This design comes from an exercise in tuning for small area and a short achievable clock period on the open sky130 flow, not from production work. RTL that was checked went through simulation tests only; none was proved equivalent to the original.

Design obi_rvalid_delay, start of the top module:
module obi_rvalid_delay #(
  parameter int unsigned FIFO_DEPTH = 4,
  parameter int unsigned DATA_WIDTH = 32,
  parameter logic [31:0] LFSR_SEED  = 32'h1
) (
  input  logic                              clk_i,
  input  logic                              rst_ni,
  input  logic                              req_i,
  input  logic                              gnt_i,
  input  logic                              mem_rvalid_i,
  input  logic [DATA_WIDTH-1:0]             mem_rdata_i,
  input  logic                              mem_err_i,
  output logic                              rvalid_core_o,
  output logic [DATA_WIDTH-1:0]             rdata_core_o,
  output logic                              err_core_o,
  input  logic                              en_stall_i,
  input  logic [31:0]                       stall_mode_i,
  input  logic [31:0]                       max_stall_i,
  input  logic [31:0]                       rvalid_stall_i,
  output logic [$clog2(FIFO_DEPTH+1)-1:0]   outstanding_o,
  output logic                              gnt_block_o,
  output logic                              overflow_o,
  output logic                              protocol_err_o
);
Size: about 180 I/O pins, about 53000 um^2 of cells after synthesis.
clock: 100.0 ns
lec_check: 0
abc_area: 1
cap_margin: 20
core_margin: 2
core_utilization: 60
place_density: 0.7
slew_margin: 20
synth_hierarchical: 1
standard.sh (not shown) runs the stock make flow with config.mk's settings and CLKGATE_MAP_FILE= SYNTH_SCRIPT=/design/flow/synth_recipe.tcl, a recipe that flattens the netlist after the stock synthesis.
==> flow/flow/run.sh <==
#!/bin/bash
export SETUP_SLACK_MARGIN=56
export BUFFER_PORTS_ARGS="-buffer_cell sky130_fd_sc_hd__buf_4"
export MAX_REPAIR_ANTENNAS_ITER_DRT=10
bash standard.sh > standard.log 2>&1
Edit:
==> flow/flow/run.sh (replaced) <==
#!/bin/bash
export SETUP_SLACK_MARGIN=57
export BUFFER_PORTS_ARGS="-buffer_cell sky130_fd_sc_hd__buf_4"
export MAX_REPAIR_ANTENNAS_ITER_DRT=10
bash standard.sh > standard.log 2>&1
ABC_AREA = default   (was 1)
What happened: The changed run finished with timing, DRC and antenna clean. Global-route usage goes up by 2.4 points. Worst hold slack is better by 0.0050 ns. Clock-buffer cell count is lower by 7. Register-to-register slack is worse by 9.6 ns. Final area rose by roughly a tenth.
No run of this note included a check of the RTL's function; only the layout flow was run.

obi_rvalid_delay, a different RTL version from the one above (not shown whole).
For scale: ~7900 cells after synthesis, roughly 180 I/O pins, roughly 51000 µm² of cells after synthesis.
clock: 100.0 ns
lec_check: 0
abc_area: 1
cap_margin: 20
core_margin: 2
core_utilization: 75
place_density: 0.85
slew_margin: 20
synth_hierarchical: 1
==> flow/flow/run.sh <==
#!/bin/bash
export SETUP_SLACK_MARGIN=52
export BUFFER_PORTS_ARGS="-buffer_cell sky130_fd_sc_hd__buf_4"
bash standard.sh > standard.log 2>&1
The baseline passed the timing, design-rule and antenna checks.
Rerun with:
Settings changed: CORE_UTILIZATION 75 to 65, PLACE_DENSITY 0.85 to 0.75.
After rerunning: Fmax climbs by 0.32%; clock-buffer cell count climbs by 4; design area climbs by 0.81%; non-clock buffer count drops by 6; routed wire length drops by 3.0%; flip-flop and latch count stays the same; via count drops by 3.6%; critical path depth climbs by 1.
Rerun with:
==> flow/flow/run.sh (replaced) <==
#!/bin/bash
export SETUP_SLACK_MARGIN=50
bash standard.sh > standard.log 2>&1
Result: The new run ran to the end with no violations; clock skew went down by 0.015 ns; wire length is about the same; die area is unchanged.
Rerun with:
==> flow/flow/run.sh (replaced) <==
#!/bin/bash
export SETUP_SLACK_MARGIN=60
bash standard.sh > standard.log 2>&1
Result: Now the flow died in global routing (5_1_grt). Synthesized cell count is unchanged. Synthesized area is unchanged.
Rerun with:
==> flow/flow/run.sh (replaced) <==
#!/bin/bash
export SETUP_SLACK_MARGIN=56
bash standard.sh > standard.log 2>&1
Outcome: The changed run completed without violations; synthesized area is unchanged; synthesized cell count stays the same.
Rerun with:
==> flow/flow/run.sh (replaced) <==
#!/bin/bash
export SETUP_SLACK_MARGIN=52
bash standard.sh > standard.log 2>&1
After rerunning: The new run went through all stages and came out clean; routed wire length is lower by 21%; flip-flop and latch count stays the same; setup slack loses 1.1 ns; die area is unchanged; hold slack is about the same; register-to-register slack loses 0.59 ns; design area is lower by 14%; sequential share of layout area is higher by 2.5 points; utilization is lower by 12 points; global-route usage is lower by 1.8 points.

obi_rvalid_delay, a different RTL version from the one above (not shown whole).
Size in the first run: roughly 360 flip-flops, about 180 I/O pins, ~0.043 mm^2 of cells after synthesis.
Design obi_rvalid_delay, start of the top module:
module obi_rvalid_delay #(
  parameter int unsigned FIFO_DEPTH = 4,
  parameter int unsigned DATA_WIDTH = 32,
  parameter logic [31:0] LFSR_SEED  = 32'h1
) (
  input  logic                              clk_i,
  input  logic                              rst_ni,
  input  logic                              req_i,
  input  logic                              gnt_i,
  input  logic                              mem_rvalid_i,
  input  logic [DATA_WIDTH-1:0]             mem_rdata_i,
  input  logic                              mem_err_i,
  output logic                              rvalid_core_o,
  output logic [DATA_WIDTH-1:0]             rdata_core_o,
  output logic                              err_core_o,
  input  logic                              en_stall_i,
  input  logic [31:0]                       stall_mode_i,
  input  logic [31:0]                       max_stall_i,
  input  logic [31:0]                       rvalid_stall_i,
  output logic [$clog2(FIFO_DEPTH+1)-1:0]   outstanding_o,
  output logic                              gnt_block_o,
  output logic                              overflow_o,
  output logic                              protocol_err_o
);
  localparam int SPLIT = 16;   
  ...
Settings: LEC_CHECK=0, ABC_AREA=1, CAP_MARGIN=20, CORE_MARGIN=2, CORE_UTILIZATION=40, SLEW_MARGIN=20; clock period 100.0 ns.
run.sh (not shown) runs the stock make flow with config.mk's settings and CLKGATE_MAP_FILE= SYNTH_SCRIPT=/design/flow/synth_recipe.tcl, a recipe that flattens the netlist after the stock synthesis.
Stock flow here: none of the scripts above is used.
==> next run, changes <==
==> flow/flow/run.sh (new file) <==
#!/bin/bash
export SETUP_SLACK_MARGIN=40
bash standard.sh > standard.log 2>&1
==> flow/standard.sh (new file) <==
#!/bin/bash
# synth_recipe.tcl (not shown) runs the flow's synth.tcl, then flattens the netlist and writes it again
# the make line also repeats each setting of config.mk as NAME=value (left out here)
make -C /OpenROAD-flow-scripts/flow DESIGN_CONFIG=/design/flow/config.mk WORK_HOME=/design/flow/orfs CLKGATE_MAP_FILE= SYNTH_SCRIPT=/design/flow/synth_recipe.tcl "${@:-finish}"
- CORE_UTILIZATION: 40 -> 65
- PLACE_DENSITY: not set -> 0.75
removed: flow/run.sh
Result:
- setup slack is better by 3.9 ns
- synthesized area is unchanged
- synthesized cell count stays the same
- count of clock-buffer cells in the layout is lower by 8
- fmax is higher by 6.9%
- sequential share of layout area grows by 0.13 points
- worst hold slack improves by 0.0071 ns
- non-clock buffer count rose by 10

obi_rvalid_delay with an RTL version that a note above also has.
For scale: about 9,300 cells after synthesis, ~180 I/O pins, roughly 53,000 sq um of cells after synthesis.
export LEC_CHECK = 0
export ABC_AREA = 1
export CAP_MARGIN = 20
export CORE_MARGIN = 2
export CORE_UTILIZATION = 60
export PLACE_DENSITY = 0.7
export SLEW_MARGIN = 20
export SYNTH_HIERARCHICAL = 1
create_clock -name core_clock -period 100.0 [get_ports {clk_i}]
standard.sh (not shown) runs the stock make flow with config.mk's settings and CLKGATE_MAP_FILE= SYNTH_SCRIPT=/design/flow/synth_recipe.tcl, a recipe that flattens the netlist after the stock synthesis.
==> flow/flow/run.sh <==
#!/bin/bash
export SETUP_SLACK_MARGIN=59
export BUFFER_PORTS_ARGS="-buffer_cell sky130_fd_sc_hd__buf_4"
export MAX_REPAIR_ANTENNAS_ITER_DRT=10
bash standard.sh > standard.log 2>&1
The baseline completed and failed the layout checks on capacitance limit, slew limit.
Rerun with:
--- a/flow/flow/run.sh
+++ b/flow/flow/run.sh
@@ -2 +2 @@
-export SETUP_SLACK_MARGIN=59
+export SETUP_SLACK_MARGIN=57
=> This time the run passed the timing, design-rule and antenna checks. Synthesized area does not change. Final cell count falls by a few percent. Setup slack is worse by 0.45 ns. Fmax goes down slightly. Cell area drops by a little under a tenth. Sequential share of layout area rises by 1.5 points. Global-route usage shrinks by 0.67 points.
Rerun with:
--- a/flow/flow/run.sh
+++ b/flow/flow/run.sh
@@ -2 +2 @@
-export SETUP_SLACK_MARGIN=57
+export SETUP_SLACK_MARGIN=54
Effect: The new run completed with no timing, DRC or antenna violations. Count of clock-buffer cells in the layout stays the same. Synthesized area is unchanged. Global-route usage decreases by 0.60 points. Die area stays the same. Cell area decreases by a few percent. Final cell count decreases slightly. Via count decreases slightly. Critical path depth drops by 45. Worst setup slack degrades by 2.4 ns. Core utilization went down by 1.8 points.
Rerun with:
--- a/flow/flow/run.sh
+++ b/flow/flow/run.sh
@@ -2 +2 @@
-export SETUP_SLACK_MARGIN=54
+export SETUP_SLACK_MARGIN=58
Worst setup slack gains 2.9 ns.
Hold slack barely changes.
Critical path depth climbs by 36.
Maximum frequency climbs by 7.0%.
Non-clock buffer count goes up by 137.
No run of this note included a check of the RTL's function; only the layout flow was run.

[what the ideal ports hide]
The flow's constraints put no driver on any port. The routed layouts listed below were extracted and timed again, unchanged, in two steps.
Step 1 sets driving cells, clkbuf_16 on the clock port and buf_2 on the other inputs (assumed; they add their load-dependent delay and slew).
Step 2, shift: input delay + t, output delay - t, t = (earliest + latest rising clock arrival at the registers) / 2. This alone moves slack from input paths to output paths.
Three values: ideal ports, drivers, drivers and shift; two values: the first two.
| run | t (ns) | setup slack, ns | worst setup path after step 2 |
|---|---|---|---|
| the first run of note 1 | 0.686 | 58.135 / 58.062 / 57.543 | input to register |
| the second run of note 1 | 0.626 | 48.081 / 48.096 / 47.470 | input to register |
| the first run of note 2 | 0.649 | 54.014 / 54.059 / 53.410 | input to register |
| the second run of note 2 | 0.663 | 54.161 / 54.087 / 53.614 | input to register |
| the third run of note 2 | 0.666 | 52.659 / 52.589 / 52.387 | input to register |
| the fifth run of note 2 | 0.672 | 55.076 / 55.002 / 55.675 | register to output |
| the sixth run of note 2 | 0.667 | 54.004 / 53.933 / 53.531 | input to register |
| the first run of note 3 | 0.638 | 39.296 / 39.233 / 39.871 | register to output |
| the second run of note 3 | 0.645 | 43.201 / 43.206 / 42.562 | input to register |
| the first run of note 4 | 0.695 | 59.176 / 59.073 / 58.378 | input to register |
| the second run of note 4 | 0.686 | 58.728 / 58.778 / 58.092 | input to register |
| the third run of note 4 | 0.690 | 56.332 / 56.259 / 56.561 | input to register |
| the fourth run of note 4 | 0.690 | 59.183 / 59.195 / 58.505 | input to register |
For the first run of note 4, which loses most, drivers alone change the setup slack by -0.103 ns; drivers and shift together by -0.798 ns.
